Source: an optimization exercise on an open RTL-to-GDS flow (aim: a short achievable clock period and few clock cycles). Production flows keep margins and buffers that such runs may drop.
The RTL was checked by simulation tests, not by an equivalence proof against the original design.

## e_mdu
module e_mdu
(
  input  logic        clk,
  input  logic        reset,
  input  logic        start,
  input  logic [2:0]  md_op,
  input  logic [31:0] rs_val,
  input  logic [31:0] rt_val,
  input  logic        mthi,
  input  logic        mtlo,
  input  logic        rd_hi,
  output logic        busy,
  output logic [31:0] hi,
  output logic [31:0] lo,
  output logic [31:0] md_out
);
  localparam int K2 = 6;    
  localparam int K  = 12;   
  localparam int K3 = 24;   
  logic [31:0]      r_q, q_q;          
  logic [7:1][34:0] mb_q;              
  logic             sq_q, sr_q;        
  logic             ph_q;              
  logic launch, is_mul, is_div, sgn;
  assign is_mul = (md_op == MD_MULT) || (md_op == MD_MULTU);
  assign is_div = (md_op == MD_DIV) || (md_op == MD_DIVU);
  assign sgn    = (md_op == MD_MULT) || (md_op == MD_DIV);
  assign launch = !busy && start && (is_mul || is_div);
  logic [63:0] prod;
  assign prod = {{32{sgn & rs_val[31]}}, rs_val} * {{32{sgn & rt_val[31]}}, rt_val};
  logic             sa, sb, bzero, long1;
  logic [31:0]      a_mag, b_mag, r_l, q_l, r_l2, q_l2;
  logic [7:1][34:0] mb_d;
  logic [7:1][36:0] ms_d;
  logic [31:0]      a_neg;
  assign sa    = sgn & rs_val[31];
  assign sb    = sgn & rt_val[31];
  assign a_neg = -rs_val;
  assign a_mag = sa ? a_neg : rs_val;
  assign b_mag = sb ? -rt_val : rt_val;
  assign bzero = (rt_val == 32'd0);
  always_comb begin
    for (int m = 1; m < 8; m++) mb_d[m] = 35'(m) * {3'b0, b_mag};
    for (int m = 1; m < 8; m++) ms_d[m] = 37'(m) * {{5{sb}}, rt_val};
  end
  assign long1 = (a_mag >> K)  >= b_mag;    
  e_mdu_divwin_l #(.HIP(K-1), .LOP(K2)) u_win_l (
    .r_i(a_mag), .ms_i(ms_d), .neg_i(sb), .r_o(r_l), .q_o(q_l)
  );
  e_mdu_divwin_l #(.HIP(31), .LOP(K3)) u_win_l2 (
    .r_i(a_mag), .ms_i(ms_d), .neg_i(sb), .r_o(r_l2), .q_o(q_l2)
  );
  logic [31:0] r_b, q_b;
  e_mdu_divwin #(.HIP(K3-1), .LOP(K2)) u_win_b (
    .r_i(r_q), .q_i(q_q), .mb_i(mb_q), .r_o(r_b), .q_o(q_b)
  );
  logic [31:0] r_o, q_o, cur_hi, cur_lo;
  e_mdu_divwin #(.HIP(K2-1), .LOP(0)) u_win_o (
    .r_i(r_q), .q_i(q_q), .mb_i(mb_q), .r_o(r_o), .q_o(q_o)
  );
  assign cur_hi = sr_q ? -r_o : r_o;
  assign cur_lo = sq_q ? -q_o : q_o;
  always_ff @(posedge clk) begin
  ...
For scale: ~20000 cells after synthesis, about 200 flip-flops, roughly 150000 µm² of cells after synthesis.
==> flow/config.mk <==
export PLATFORM = sky130hd
export DESIGN_NAME = e_mdu
export DESIGN_NICKNAME = e_mdu
export VERILOG_FILES = /design/flow/design.v
export SDC_FILE = /design/flow/constraint.sdc
export NUM_CORES = 4
export LEC_CHECK = 0
export CAP_MARGIN = 35
export CORE_MARGIN = 2
export CORE_UTILIZATION = 40
export SLEW_MARGIN = 25
==> flow/constraint.sdc <==
create_clock -name core_clock -period 72.0 [get_ports {clk}]
set_input_delay 14.4000 -clock core_clock [delete_from_list [all_inputs] [get_ports {clk}]]
set_output_delay 14.4000 -clock core_clock [all_outputs]
set_load 0.01 [all_outputs]
standard.sh (not shown) runs the stock make flow with config.mk's settings and CLKGATE_MAP_FILE= SYNTH_SCRIPT=/design/flow/synth_recipe.tcl, a recipe that flattens the netlist after the stock synthesis.
==> flow/flow/run.sh <==
#!/bin/bash
# Standard ORFS layout (the standard.sh, standard synthesis unchanged), with two changes:
# - timing repair is asked to over-fix setup: the design's constraints are unchanged,
#   repair_timing just keeps working until each path has SETUP_SLACK_MARGIN ns of slack left;
# - rd_hi is placed in the middle of the md_out pins (flow/pins.tcl, before pin placement).
set -euo pipefail
bash standard.sh SETUP_SLACK_MARGIN=44.5 PRE_IO_PLACEMENT_TCL="$PWD/flow/pins.tcl" finish > flow_make.log 2>&1
==> flow/flow/pins.tcl <==
# Keep rd_hi among the md_out pins so the md_out select net stays short.
set_io_pin_constraint -group -order -pin_names {md_out[0] md_out[1] md_out[2] md_out[3] md_out[4] md_out[5] md_out[6] md_out[7] md_out[8] md_out[9] md_out[10] md_out[11] md_out[12] md_out[13] md_out[14] md_out[15] rd_hi md_out[16] md_out[17] md_out[18] md_out[19] md_out[20] md_out[21] md_out[22] md_out[23] md_out[24] md_out[25] md_out[26] md_out[27] md_out[28] md_out[29] md_out[30] md_out[31]}
Testbench counts at the start, summed over its fixed seeds: cycles 3,371.
==> next run, changes <==
==> flow/flow/run.sh (replaced) <==
#!/bin/bash
# Standard ORFS layout (the standard.sh, standard synthesis unchanged), with timing repair
# asked to over-fix setup: the design's constraints are unchanged, repair_timing just keeps
# working until each path has SETUP_SLACK_MARGIN ns of slack left.
set -euo pipefail
bash standard.sh SETUP_SLACK_MARGIN=43.5 finish > flow_make.log 2>&1
removed: flow/flow/pins.tcl
Effect:
- die area does not change
- core utilization stays flat
- worst setup slack loses 0.088 ns
- routed wire length came out higher slightly
- synthesized cell count is unchanged
- critical path depth stays the same
- final area is about the same

port drivers added, routing unchanged:
No port has a modelled driver above. Below, the same layouts with a new extraction and two added sets of constraints. Step 1 assumes that a clkbuf_16 drives the clock port and a buf_2 every other input. Step 2 also shifts input and output timing later by t, the mid clock arrival at the registers, as if the neighbouring blocks saw the same clock. a / b / c = ideal / step 1 / step 2; a / b = the first two.
| run | t (ns) | setup slack, ns | worst setup path at the end |
|---|---|---|---|
| the first run | 0.579 | 42.418 / 42.364 / 42.364 | input to output |
| the second run | 0.591 | 42.330 / 42.246 / 42.246 | input to output |
After both steps setup and hold are still met in every run listed. The setup slack of the second run, which loses most, moves by -0.084 ns with the drivers and by -0.084 ns with both steps.
